This design comes from an exercise in tuning for small area and a short achievable clock period on the open sky130 flow, not from production work. Only simulation tests tie the RTL to the original design; equivalence was not proved. Power is estimated from default activity; no workload was simulated.

==> module retire_trace_buffer, before the edit <==
module retire_trace_buffer #(
    parameter int DEPTH = 16
) (
    input  logic                   clk,
    input  logic                   reset,
    input  logic                   trace_en,
    input  logic [31:0]            pc,
    input  logic [31:0]            inst,
    input  logic                   rf_we,
    input  logic [4:0]             rf_waddr,
    input  logic [31:0]            rf_wdata,
    output logic                   overflow,
    output logic [15:0]            drop_count,
    input  logic                   clr_ovf,
    output logic [$clog2(DEPTH):0] level,
    output logic [31:0]            out_data,
    output logic                   out_valid,
    input  logic                   out_ready
);
    localparam int IDX_W = $clog2(DEPTH);
    localparam int LVL_W = IDX_W + 1;
    logic        armed_q;
    logic [31:0] pc_q;
    logic [31:0] inst_q;
    logic        wv_q;
    logic [4:0]  waddr_q;
    logic [31:0] wdata_q;
    logic [IDX_W-1:0] wr_q;
    logic [DEPTH-1:0] rd_q;          
    logic [LVL_W-1:0] level_q;
    logic [3:0]       wc_q;          
    logic             valid_q;
    logic [31:0]      out_q;
    logic             overflow_q;
    logic [15:0]      drop_count_q;
    logic [DEPTH-1:0] we_q;          
    logic [31:0] pc_mem    [DEPTH];
    logic [31:0] inst_mem  [DEPTH];
    logic [4:0]  waddr_mem [DEPTH];
    logic [31:0] wdata_mem [DEPTH];
    logic        pc_chg_s, retire_s, push_req_s, wr_hit_s;
    logic [4:0]  ent_waddr_s;
    logic [31:0] ent_wdata_s;
    logic        full_s, one_s, accept_s, last_s, pop_s;
    logic [31:0] next_pc_s, head_inst_s, head_wdata_s, next_word_s;
    logic [4:0]  head_waddr_s;
    logic [15:0] drop_inc_s;
    logic [DEPTH-1:0] wr_dec_s, wr1_dec_s, we_n0, we_n1;
    logic             last_n_s, free_n0, free_n1;
    logic [LVL_W-1:0] level_n0, level_n1;
    logic             valid_n0, valid_n1;
    logic [31:0]      out_n0, out_n1;
    logic             wr_adv_n1;
    logic             ovf_n1;
    logic [15:0]      drop_n1;
    always_comb begin
        pc_chg_s    = (pc != pc_q);
        retire_s    = armed_q && pc_chg_s;
        push_req_s  = retire_s && trace_en;
        wr_hit_s    = rf_we && (rf_waddr != 5'd0);
        ent_waddr_s = wr_hit_s ? rf_waddr : (wv_q ? waddr_q : 5'd0);
        ent_wdata_s = wr_hit_s ? rf_wdata : (wv_q ? wdata_q : 32'd0);
        full_s    = level_q[IDX_W];
        one_s     = (level_q == LVL_W'(1));
        last_s    = wc_q[3];
        accept_s  = valid_q && out_ready;
        pop_s     = accept_s && last_s;
        next_pc_s    = 32'd0;
        head_inst_s  = 32'd0;
        head_waddr_s = 5'd0;
        head_wdata_s = 32'd0;
        for (int i = 0; i < DEPTH; i++) begin
            next_pc_s    = next_pc_s    | (pc_mem[i]    & {32{rd_q[(i+DEPTH-1)%DEPTH]}});
            head_inst_s  = head_inst_s  | (inst_mem[i]  & {32{rd_q[i]}});
            head_waddr_s = head_waddr_s | (waddr_mem[i] & {5{rd_q[i]}});
            head_wdata_s = head_wdata_s | (wdata_mem[i] & {32{rd_q[i]}});
        end
        if (wc_q[0])      next_word_s = head_inst_s;
        else if (wc_q[1]) next_word_s = {(head_waddr_s != 5'd0), 26'd0, head_waddr_s};
        else              next_word_s = head_wdata_s;
        level_n0 = pop_s ? level_q - LVL_W'(1) : level_q;
        valid_n0 = valid_q && !(pop_s && one_s);
        if (!valid_q)                out_n0 = 32'd0;
        else if (!out_ready)         out_n0 = out_q;
        else if (!last_s)            out_n0 = next_word_s;
        else if (!one_s)             out_n0 = next_pc_s;
        else                         out_n0 = 32'd0;
        wr_adv_n1 = !full_s || pop_s;
        level_n1  = (full_s || pop_s) ? level_q : level_q + LVL_W'(1);
        valid_n1  = 1'b1;
        if (!valid_q || (pop_s && one_s)) out_n1 = pc_q;    
        else                              out_n1 = out_n0;
        ovf_n1    = overflow_q || !wr_adv_n1;
        drop_inc_s = (drop_count_q == 16'hFFFF) ? drop_count_q : drop_count_q + 16'd1;
        drop_n1   = wr_adv_n1 ? drop_count_q : drop_inc_s;
        for (int i = 0; i < DEPTH; i++) begin
            wr_dec_s[i]  = (wr_q == IDX_W'(i));
            wr1_dec_s[i] = (wr_q == IDX_W'(i + DEPTH - 1));
        end
        last_n_s = accept_s ? wc_q[2] : wc_q[3];
        free_n0  = !(full_s && !pop_s) || last_n_s;
        free_n1  = !(full_s || (level_q == LVL_W'(DEPTH - 1) && !pop_s)) || last_n_s;
        we_n0    = free_n0 ? wr_dec_s : '0;
        we_n1    = free_n1 ? (wr_adv_n1 ? wr1_dec_s : wr_dec_s) : '0;
    end
    always_ff @(posedge clk or negedge reset) begin
        if (!reset) begin
            armed_q      <= 1'b0;
            wv_q         <= 1'b0;
            wr_q         <= '0;
            rd_q         <= DEPTH'(1);
            level_q      <= '0;
            wc_q         <= 4'b0001;
            valid_q      <= 1'b0;
            out_q        <= 32'd0;
            overflow_q   <= 1'b0;
            drop_count_q <= 16'd0;
        end else begin
            armed_q <= 1'b1;
            wv_q    <= !retire_s && (wv_q || wr_hit_s);
            if (push_req_s && wr_adv_n1) wr_q <= wr_q + IDX_W'(1);
            if (pop_s)    rd_q <= {rd_q[DEPTH-2:0], rd_q[DEPTH-1]};
            if (accept_s) wc_q <= {wc_q[2:0], wc_q[3]};
            level_q <= push_req_s ? level_n1 : level_n0;
            valid_q <= push_req_s ? valid_n1 : valid_n0;
            out_q   <= push_req_s ? out_n1   : out_n0;
            if (clr_ovf) begin
                overflow_q   <= 1'b0;
                drop_count_q <= 16'd0;
            end else if (push_req_s) begin
                overflow_q   <= ovf_n1;
                drop_count_q <= drop_n1;
            end
        end
    end
    always_ff @(posedge clk) begin
        pc_q <= pc;
        we_q <= push_req_s ? we_n1 : we_n0;
        if (!armed_q || pc_chg_s) inst_q <= inst;
        if (wr_hit_s) begin
            waddr_q <= rf_waddr;
            wdata_q <= rf_wdata;
        end
    end
    always_ff @(posedge clk) begin
        for (int i = 0; i < DEPTH; i++) begin
            if (we_q[i]) begin
                pc_mem[i]    <= pc_q;
                inst_mem[i]  <= inst_q;
                waddr_mem[i] <= ent_waddr_s;
                wdata_mem[i] <= ent_wdata_s;
            end
        end
    end
    assign out_valid  = valid_q;
    assign out_data   = out_q;
    assign overflow   = overflow_q;
    assign drop_count = drop_count_q;
    assign level      = level_q;
endmodule
Settings: LEC_CHECK=0, CAP_MARGIN=20, CORE_MARGIN=2, CORE_UTILIZATION=60, CTS_CLUSTER_DIAMETER=100, CTS_CLUSTER_SIZE=30, SETUP_SLACK_MARGIN=3.0, SLEW_MARGIN=20; clock period 5.5 ns.
run.sh (not shown) runs the stock make flow with config.mk's settings and CLKGATE_MAP_FILE= SYNTH_SCRIPT=/design/flow/synth_recipe.tcl, a recipe that flattens the netlist after the stock synthesis.
==> next run, changes <==
--- a/flow/design.v
+++ b/flow/design.v
@@ -30,26 +30,23 @@
     logic [LVL_W-1:0] level_q;
     logic [3:0]       wc_q;          
     logic             valid_q;
     logic [31:0]      out_q;
     logic             overflow_q;
     logic [15:0]      drop_count_q;
-    logic [DEPTH-1:0] we_q;          
     logic [31:0] pc_mem    [DEPTH];
     logic [31:0] inst_mem  [DEPTH];
     logic [4:0]  waddr_mem [DEPTH];
     logic [31:0] wdata_mem [DEPTH];
     logic        pc_chg_s, retire_s, push_req_s, wr_hit_s;
     logic [4:0]  ent_waddr_s;
     logic [31:0] ent_wdata_s;
-    logic        full_s, one_s, accept_s, last_s, pop_s;
+    logic        full_s, one_s, accept_s, last_s, pop_s, wr_free_s;
     logic [31:0] next_pc_s, head_inst_s, head_wdata_s, next_word_s;
     logic [4:0]  head_waddr_s;
     logic [15:0] drop_inc_s;
-    logic [DEPTH-1:0] wr_dec_s, wr1_dec_s, we_n0, we_n1;
-    logic             last_n_s, free_n0, free_n1;
     logic [LVL_W-1:0] level_n0, level_n1;
     logic             valid_n0, valid_n1;
     logic [31:0]      out_n0, out_n1;
     logic             wr_adv_n1;
     logic             ovf_n1;
     logic [15:0]      drop_n1;
@@ -62,12 +59,13 @@
         ent_wdata_s = wr_hit_s ? rf_wdata : (wv_q ? wdata_q : 32'd0);
         full_s    = level_q[IDX_W];
         one_s     = (level_q == LVL_W'(1));
         last_s    = wc_q[3];
         accept_s  = valid_q && out_ready;
         pop_s     = accept_s && last_s;
+        wr_free_s = !full_s || last_s;
         next_pc_s    = 32'd0;
         head_inst_s  = 32'd0;
         head_waddr_s = 5'd0;
         head_wdata_s = 32'd0;
         for (int i = 0; i < DEPTH; i++) begin
             next_pc_s    = next_pc_s    | (pc_mem[i]    & {32{rd_q[(i+DEPTH-1)%DEPTH]}});
@@ -90,21 +88,12 @@
         valid_n1  = 1'b1;
         if (!valid_q || (pop_s && one_s)) out_n1 = pc_q;    
         else                              out_n1 = out_n0;
         ovf_n1    = overflow_q || !wr_adv_n1;
         drop_inc_s = (drop_count_q == 16'hFFFF) ? drop_count_q : drop_count_q + 16'd1;
         drop_n1   = wr_adv_n1 ? drop_count_q : drop_inc_s;
-        for (int i = 0; i < DEPTH; i++) begin
-            wr_dec_s[i]  = (wr_q == IDX_W'(i));
-            wr1_dec_s[i] = (wr_q == IDX_W'(i + DEPTH - 1));
-        end
-        last_n_s = accept_s ? wc_q[2] : wc_q[3];
-        free_n0  = !(full_s && !pop_s) || last_n_s;
-        free_n1  = !(full_s || (level_q == LVL_W'(DEPTH - 1) && !pop_s)) || last_n_s;
-        we_n0    = free_n0 ? wr_dec_s : '0;
-        we_n1    = free_n1 ? (wr_adv_n1 ? wr1_dec_s : wr_dec_s) : '0;
     end
     always_ff @(posedge clk or negedge reset) begin
         if (!reset) begin
             armed_q      <= 1'b0;
             wv_q         <= 1'b0;
             wr_q         <= '0;
@@ -132,27 +121,24 @@
                 drop_count_q <= drop_n1;
             end
         end
     end
     always_ff @(posedge clk) begin
         pc_q <= pc;
-        we_q <= push_req_s ? we_n1 : we_n0;
         if (!armed_q || pc_chg_s) inst_q <= inst;
         if (wr_hit_s) begin
             waddr_q <= rf_waddr;
             wdata_q <= rf_wdata;
         end
     end
     always_ff @(posedge clk) begin
-        for (int i = 0; i < DEPTH; i++) begin
-            if (we_q[i]) begin
-                pc_mem[i]    <= pc_q;
-                inst_mem[i]  <= inst_q;
-                waddr_mem[i] <= ent_waddr_s;
-                wdata_mem[i] <= ent_wdata_s;
-            end
+        if (wr_free_s) begin
+            pc_mem[wr_q]    <= pc_q;
+            inst_mem[wr_q]  <= inst_q;
+            waddr_mem[wr_q] <= ent_waddr_s;
+            wdata_mem[wr_q] <= ent_wdata_s;
         end
     end
     assign out_valid  = valid_q;
     assign out_data   = out_q;
     assign overflow   = overflow_q;
     assign drop_count = drop_count_q;
=> Non-clock buffer count rose by 72. Power fell by 1.9%. Sequential power barely changes. Clock power fell by about 0.9%. Wire length rose by 0.62%. Design area hardly moves.

==> afterwards: timing with drivers on the ports <==
In the flow no input, the clock included, has a driving cell. The finished layouts below were timed again as built, in two steps. Step 1: set_driving_cell puts a clkbuf_16 on clk and a buf_2 on each other input, an assumption about the parent block. Step 2 moves the port delays by t, midway between the first and last clock arrival at a register: inputs arrive t later, outputs are due t later. That takes back most of the time a late clock gives input paths. Three values: ideal, step 1, step 2; two values: the first two.
| run | t, ns | slack for setup (ns) | worst register clock-pin slew, ns |
|---|---|---|---|
| the first run | 0.776 | 2.930 / 2.930 / 2.248 | 0.12 / 0.12 |
| the second run | 0.778 | 2.898 / 2.896 / 2.226 | 0.12 / 0.12 |
After both steps setup and hold are still met in every run listed. For the first run, which loses most, drivers alone change the setup slack by 0.000 ns; drivers and shift together by -0.682 ns.
